Source: an optimization exercise on an open RTL-to-GDS flow (aim: small area, a short achievable clock period and few clock cycles per item). Production flows keep margins and buffers that such runs may drop. At most, simulation tests tie the RTL to the original design; equivalence was not proved. Power figures rest on the tool's default switching activity, not on a simulated workload.

== alpha ==
// wallace_mult
module wallace_mult (
	input  logic                  clk,
	input  logic                  rst_n,
	input  logic                  in_valid,
	input  wallace_pkg::operand_t a,
	input  wallace_pkg::operand_t b,
	output logic                  in_credit,
	output logic                  out_valid,
	output wallace_pkg::product_t product,
	input  logic                  out_credit
);
Size: roughly 1600 cells after synthesis, roughly 230 flip-flops, roughly 70 I/O pins, roughly 17000 um2 of cells after synthesis.
Settings: LEC_CHECK=0, CAP_MARGIN=20, CORE_MARGIN=2, CORE_UTILIZATION=40, SETUP_SLACK_MARGIN=1.7, SLEW_MARGIN=20; clock period 4.0 ns.
run.sh (not shown) runs the stock make flow with config.mk's settings and CLKGATE_MAP_FILE= SYNTH_SCRIPT=/design/flow/synth_recipe.tcl, a recipe that flattens the netlist after the stock synthesis.
alpha completed; timing, DRC and antenna clean
Testbench counts of alpha, summed over its fixed seeds: cycles 3,224, items 3,200.
Modified inputs, beta compared to alpha
- a change of SETUP_SLACK_MARGIN from 1.7 to 1.5
- an added ABC_CLOCK_PERIOD_IN_PS of 2400
Results
Path depth of the worst reg2reg path in beta is 1 higher than in alpha. Looking at start point of the critical path, the b[8] result is from beta; the b[6] one comes from alpha. Count of clock-buffer cells in the layout ends up lower on alpha. In beta, the share of the core filled with cells in the final layout came out 2.8 points below the value in alpha. Per the comparison of beta with alpha, met1 wire length fell about 2%, worst hold slack after final layout rose 4.0 ps. Re total met2 wirelength after detailed routing: alpha and beta aren't equal, and the lower value belongs to beta. Wire length: beta vs alpha — no meaningful difference. Re reported max-cap violation count: no difference whatsoever between beta and alpha.
> inputs changed (beta -> gamma)
- ABC_CLOCK_PERIOD_IN_PS no longer set, was 2400
- SETUP_SLACK_MARGIN now 1.9, was 1.5
Comparing beta and gamma, the higher layout overhead on the synthesized area was measured on gamma. Number of DRC violations after detailed routing came out exactly the same in beta and gamma. beta → gamma: final cell count without fillers has increased; worst-case setup margin in the final layout has decreased.

* * *

Another version of the RTL of wallace_mult (not shown whole).
For scale: ~1,600 cells after synthesis, about 300 flip-flops, about 70 I/O pins, ~0.017 mm^2 of cells after synthesis.
Settings: LEC_CHECK=0, ABC_AREA=1, CAP_MARGIN=20, CORE_MARGIN=2, CORE_UTILIZATION=40, CTS_CLUSTER_DIAMETER=80, CTS_CLUSTER_SIZE=30, SETUP_SLACK_MARGIN=1.8, SLEW_MARGIN=20, TNS_END_PERCENT=20; clock period 4.0 ns.
Testbench counts at the start, summed over its fixed seeds: cycles 3,232, items 3,200.
Then changed:
CORE_UTILIZATION = 55   (was 40)
TNS_END_PERCENT = unset   (was 20)
Outcome: Clock-buffer cell count decreases by 2. Routed wire length decreases by about 0.6%. Total power decreases by 3.0%. Setup slack improves by 110 ps. Hold slack degrades by 33 ps. Area after synthesis does not change. Critical path depth increases by 7. Non-clock buffer count decreases by 19. Die area decreases by 27%. Clock power decreases by about 13%. Core utilization increases by 16 points.
Then changed:
CORE_UTILIZATION = 40   (was 55)
SETUP_SLACK_MARGIN = 1.7   (was 1.8)
Effect:
- routed wire length went up by 1.0%
- critical path depth went down by 7
- clock power went up by 13%
- synthesized area does not change
- setup slack is about the same
- utilization went down by 17 points
- power went up by 2.5%
- count of clock-buffer cells in the layout went up by 5
- via count went down by 2.0%

* * *

## build 49
Another version of the RTL of wallace_mult (not shown whole).
For scale: ~280 flip-flops, ~70 I/O pins.
==> flow/design.v (excerpt) <==
module wallace_mult (
	input  logic                  clk,
	input  logic                  rst_n,
	input  logic                  in_valid,
	input  wallace_pkg::operand_t a,
	input  wallace_pkg::operand_t b,
	output logic                  in_credit,
	output logic                  out_valid,
	output wallace_pkg::product_t product,
	input  logic                  out_credit
);
make LEC_CHECK=0 CAP_MARGIN=20 CORE_MARGIN=2 CORE_UTILIZATION=40 SETUP_SLACK_MARGIN=1.7 SLEW_MARGIN=20 finish   # period 4.0 ns
#### Input delta (build 35 over build 49)
- a change of SETUP_SLACK_MARGIN from 1.7 to 1.9
Findings:
- Build 49 | stages: all done | timing, DRC, antenna: all pass
- Build 35: no failed stages, no open violations at the end
- Run comparison: build 35 origin of the worst setup path u_csa.st1_q[15]$_DFFE_PP_; build 49 origin of the worst setup path u_csa.st1_q[7]$_DFFE_PP_
- Compared with build 49, build 35 ends up with a larger final cell area.
- Worst reg-to-reg setup slack came out lower on build 35 than on build 49.
- Taking build 49 as the reference, in build 35 via count grew by about 2%; area overhead of the layout relative to synthesis picked up an extra 8.5 points; met2 demand-to-capacity share in global routing increased by 0.87 points relative to the old numbers; power of the combinational group grew by about 16%.
- When the final numbers for build 49 and build 35 were put side by side, the power consumption turned out to be smaller in build 49.
- End-of-flow core utilization: higher on build 35
- The higher worst setup slack of build 49 and build 35 is in build 49.
#### Input delta (build 97 over build 35)
- a change of SETUP_SLACK_MARGIN from 1.9 to 1.8
- an added CTS_CLUSTER_DIAMETER of 80
- an added ABC_AREA of 1
- an added CTS_CLUSTER_SIZE of 30
Notes after the runs:
Relative to build 35, count of buffering cells on the critical path with inverters included has increased by 1 in build 97. Diff build 97..build 35 | total count of max-transition violations in the final report | unchanged. Compare build 35 and build 97 | mux cell area share after synthesis higher: build 35. Of the two values seen for end point of the critical path, u_csa.st2_q[44]$_DFFE_PP_ was produced by build 35 and u_csa.st2_q[32]$_DFFE_PP_ by build 97. All of build 35 and build 97 finish clean. Compared build 97 vs build 35, and clock network power share is down in build 97. Sort build 35 and build 97 by cell area after synthesis, ascending, and build 35 comes first. Compared with build 35, in build 97 share of final layout cell area taken by clock buffers and inverters fell by 1.7 points; post-route clock skew stayed essentially flat. Between build 35 and build 97, the flow reports sequential power decreasing by a few percent. Build 97 -> build 35: count of endpoints failing hold in the final timing report delta 0, exact match. | register cell area after layout | build 35 vs build 97 | ≈ equal |. Of build 35 and build 97, the run reporting the higher full die area was build 97.
No run of this note included a check of the RTL's function; only the layout flow was run.

-- port drivers added, routing unchanged --
The flow's constraints put no driver on any port. The routed layouts listed below were extracted and timed again, unchanged, in two steps. Step 1 sets driving cells, clkbuf_16 on the clock port and buf_2 on the other inputs (assumed; they add their load-dependent delay and slew). Step 2 also shifts input and output timing later by t, the mid clock arrival at the registers, as if the neighbouring blocks saw the same clock. a / b / c = no drivers / after step 1 / after step 2; a / b = the first two.
| run | t, ns | slack for setup (ns) | worst setup path after step 2 | latest minus earliest clock arrival (ns) | cell pins on the clock port's net |
|---|---|---|---|---|---|
| alpha | 0.557 | 1.507 / 1.483 / 0.926 | input to register | 0.021 / 0.022 | 1 |
| beta | 0.574 | 1.464 / 1.488 / 0.914 | input to register | 0.026 / 0.026 | 1 |
| gamma | 0.557 | 1.357 / 1.351 / 0.794 | input to register | 0.021 / 0.020 | 1 |
| the first run of note 2 | 0.583 | 1.654 / 1.604 / 1.202 | input to register | 0.023 / 0.023 | 1 |
| the second run of note 2 | 0.565 | 1.761 / 1.761 / 1.336 | input to register | 0.031 / 0.030 | 1 |
| the third run of note 2 | 0.581 | 1.760 / 1.709 / 1.252 | input to register | 0.029 / 0.029 | 1 |
| build 49 | 0.576 | 1.685 / 1.685 / 1.632 | input to register | 0.012 / 0.012 | 1 |
| build 35 | 0.617 | 1.634 / 1.634 / 1.634 | register to register | 0.025 / 0.025 | 1 |
| build 97 | 0.563 | 1.574 / 1.574 / 1.574 | register to register | 0.024 / 0.024 | 1 |
After both steps every run listed still meets setup and hold. The setup slack of alpha, which loses most, moves by -0.024 ns with the drivers and by -0.581 ns with both steps.
